This is an optimization exercise on Yosys and OpenROAD, whose aim is small area, a short achievable clock period and few clock cycles, not a production implementation.
Only simulation tests tie the RTL to the original design; equivalence was not proved.
Power and IR drop assume default switching activity.

Design alu_core, start of the top module:
module alu_core (
    input  logic               clk_i,
    input  logic               rst_n_i,
    input  apb_pkg::apb_addr_t paddr_i,
    input  logic               psel_i,
    input  logic               penable_i,
    input  logic               pwrite_i,
    input  alu_pkg::word_t     pwdata_i,
    output alu_pkg::word_t     prdata_o,
    output logic               pready_o,
    output logic               pslverr_o
);
    localparam int K     = 4;           
    localparam int NSTEP = 32 / K;
    localparam int W     = K + 33;      
    logic [31:0] opa_q, opb_q, result_q, hi_q, lo_q;
    logic [4:0]  cmd_q;
    logic        ovf_q, ill_q;
    logic        res_v, hi_v, lo_v;
    logic        xfer_q;       
    logic        pready_q;
    logic        err_q;
    logic        wopa_q, wopb_q, wcmd_q;   
    logic        wcls_q;       
    logic [31:0] prdata_q;
    logic        c_sub, c_shl, c_sra, c_clo, c_mul, c_ml, c_ms;
    logic [4:0]  cmd_s;        
  ...
Size in the first run: roughly 2500 cells after synthesis, roughly 240 flip-flops, about 79 I/O pins.
export LEC_CHECK = 0
export ABC_AREA = 1
export CAP_MARGIN = 20
export CORE_MARGIN = 2
export CORE_UTILIZATION = 60
export CTS_BUF_LIST = sky130_fd_sc_hd__clkbuf_8
export PLACE_DENSITY = 0.72
export SLEW_MARGIN = 20
create_clock -name core_clock -period 20.0 [get_ports {clk_i}]
standard.sh (not shown) runs the stock make flow with config.mk's settings and CLKGATE_MAP_FILE= SYNTH_SCRIPT=/design/flow/synth_recipe.tcl, a recipe that flattens the netlist after the stock synthesis.
==> flow/flow/run.sh <==
#!/bin/bash
# The standard layout (standard.sh), with timing repair aimed at a
# shorter achieved period, port buffers of a plain buffer cell, and the
# resizer free to pick any equivalent cell.
set -euo pipefail
bash standard.sh \
    SETUP_SLACK_MARGIN=14.8 \
    MATCH_CELL_FOOTPRINT=0 \
    "BUFFER_PORTS_ARGS=-buffer_cell sky130_fd_sc_hd__buf_4" \
    finish > standard_flow.log 2>&1
The first run completed with no timing, DRC or antenna violations.
Testbench counts at the start, summed over its fixed seeds: cycles 156,718.
Edit:
--- a/flow/flow/run.sh
+++ b/flow/flow/run.sh
@@ -8,3 +8,3 @@
     MATCH_CELL_FOOTPRINT=0 \
-    "BUFFER_PORTS_ARGS=-buffer_cell sky130_fd_sc_hd__buf_4" \
+    "BUFFER_PORTS_ARGS=-buffer_cell sky130_fd_sc_hd__buf_2" \
     finish > standard_flow.log 2>&1
--- a/flow/config.mk
+++ b/flow/config.mk
@@ -12,2 +12,4 @@
 export CTS_BUF_LIST = sky130_fd_sc_hd__clkbuf_8
+export CTS_CLUSTER_DIAMETER = 80
+export CTS_CLUSTER_SIZE = 12
 export PLACE_DENSITY = 0.72
After rerunning: Total power decreases by 13%. Setup slack improves by 0.043 ns. Maximum frequency increases by 0.83%. Design area decreases by 3.1%. Die area is unchanged. Register-to-register slack degrades by 0.06 ns. Combinational power barely changes.

========
before:
Starting RTL as in the previous note.
==> flow/config.mk <==
export PLATFORM = sky130hd
export DESIGN_NAME = alu_core
export DESIGN_NICKNAME = alu_core
export VERILOG_FILES = /design/flow/design.v
export SDC_FILE = /design/flow/constraint.sdc
export NUM_CORES = 4
export LEC_CHECK = 0
export ABC_AREA = 1
export CAP_MARGIN = 20
export CORE_MARGIN = 2
export CORE_UTILIZATION = 60
export CTS_BUF_LIST = sky130_fd_sc_hd__clkbuf_8
export CTS_CLUSTER_DIAMETER = 80
export CTS_CLUSTER_SIZE = 12
export PLACE_DENSITY = 0.72
export SLEW_MARGIN = 20
==> flow/constraint.sdc <==
create_clock -name core_clock -period 20.0 [get_ports {clk_i}]
set_input_delay 4.0000 -clock core_clock [delete_from_list [all_inputs] [get_ports {clk_i}]]
set_output_delay 4.0000 -clock core_clock [all_outputs]
set_load 0.01 [all_outputs]
==> flow/flow/run.sh <==
#!/bin/bash
# The standard layout (standard.sh), with timing repair aimed at a
# shorter achieved period, port buffers of a plain buffer cell, and the
# resizer free to pick any equivalent cell.
set -euo pipefail
bash standard.sh \
    SETUP_SLACK_MARGIN=14.6 \
    MATCH_CELL_FOOTPRINT=0 \
    "BUFFER_PORTS_ARGS=-buffer_cell sky130_fd_sc_hd__buf_2" \
    finish > standard_flow.log 2>&1
Testbench counts of before, summed over its fixed seeds: cycles 156,718.
### before -> after
- CTS_CLUSTER_SIZE: 12 -> unset
- CTS_CLUSTER_DIAMETER: 80 -> unset
--- a/flow/flow/run.sh
+++ b/flow/flow/run.sh
@@ -7 +7 @@
-    SETUP_SLACK_MARGIN=14.6 \
+    SETUP_SLACK_MARGIN=15.1 \
==> run notes <==
Summary of after over before: overall via count from detail_route went up by 578, sum of routed wire length over all layers rose about 3.6%, non-clock buffer count picked up an extra 29%. after ended up with a higher layout overhead on the synthesized area than before did. Filler-free cell count of the finished design, after vs before: up by a few percent. Measured against each other, before and after differ in routed length per instance, the higher figure coming from after. Compared with before, after degrades global-route wire length before repair.

==> what the ideal ports hide <==
Ports are ideal in the flow. The routed layouts listed here were re-timed in OpenROAD.
Step 1 (the two cells are an assumption about what drives the block):
set clk [get_ports {clk_i}]
set_driving_cell -lib_cell sky130_fd_sc_hd__clkbuf_16 $clk
set_driving_cell -lib_cell sky130_fd_sc_hd__buf_2 [delete_from_list [all_inputs] $clk]
Step 2 also shifts input and output timing later by t, the mid clock arrival at the registers, as if the neighbouring blocks saw the same clock.
a / b / c = ideal / step 1 / step 2; a / b = the first two.
run | t (ns) | slack for setup (ns) | hold slack, ns | worst data-port slew with drivers (ns)
the first run of note 1 | 0.694 | 14.744 / 14.694 / 14.083 | 0.481 / 0.481 / 0.481 | 0.05
the second run of note 1 | 0.651 | 14.788 / 14.763 / 14.116 | 0.479 / 0.479 / 0.479 | 0.07
before | 0.679 | 14.520 / 14.520 / 14.037 | 0.486 / 0.486 / 0.486 | 0.06
after | 0.659 | 14.897 / 14.845 / 14.426 | 0.477 / 0.477 / 0.477 | 0.07
After both steps every run listed still meets setup and hold. For the second run of note 1, which loses most, drivers alone change the setup slack by -0.025 ns; drivers and shift together by -0.672 ns.
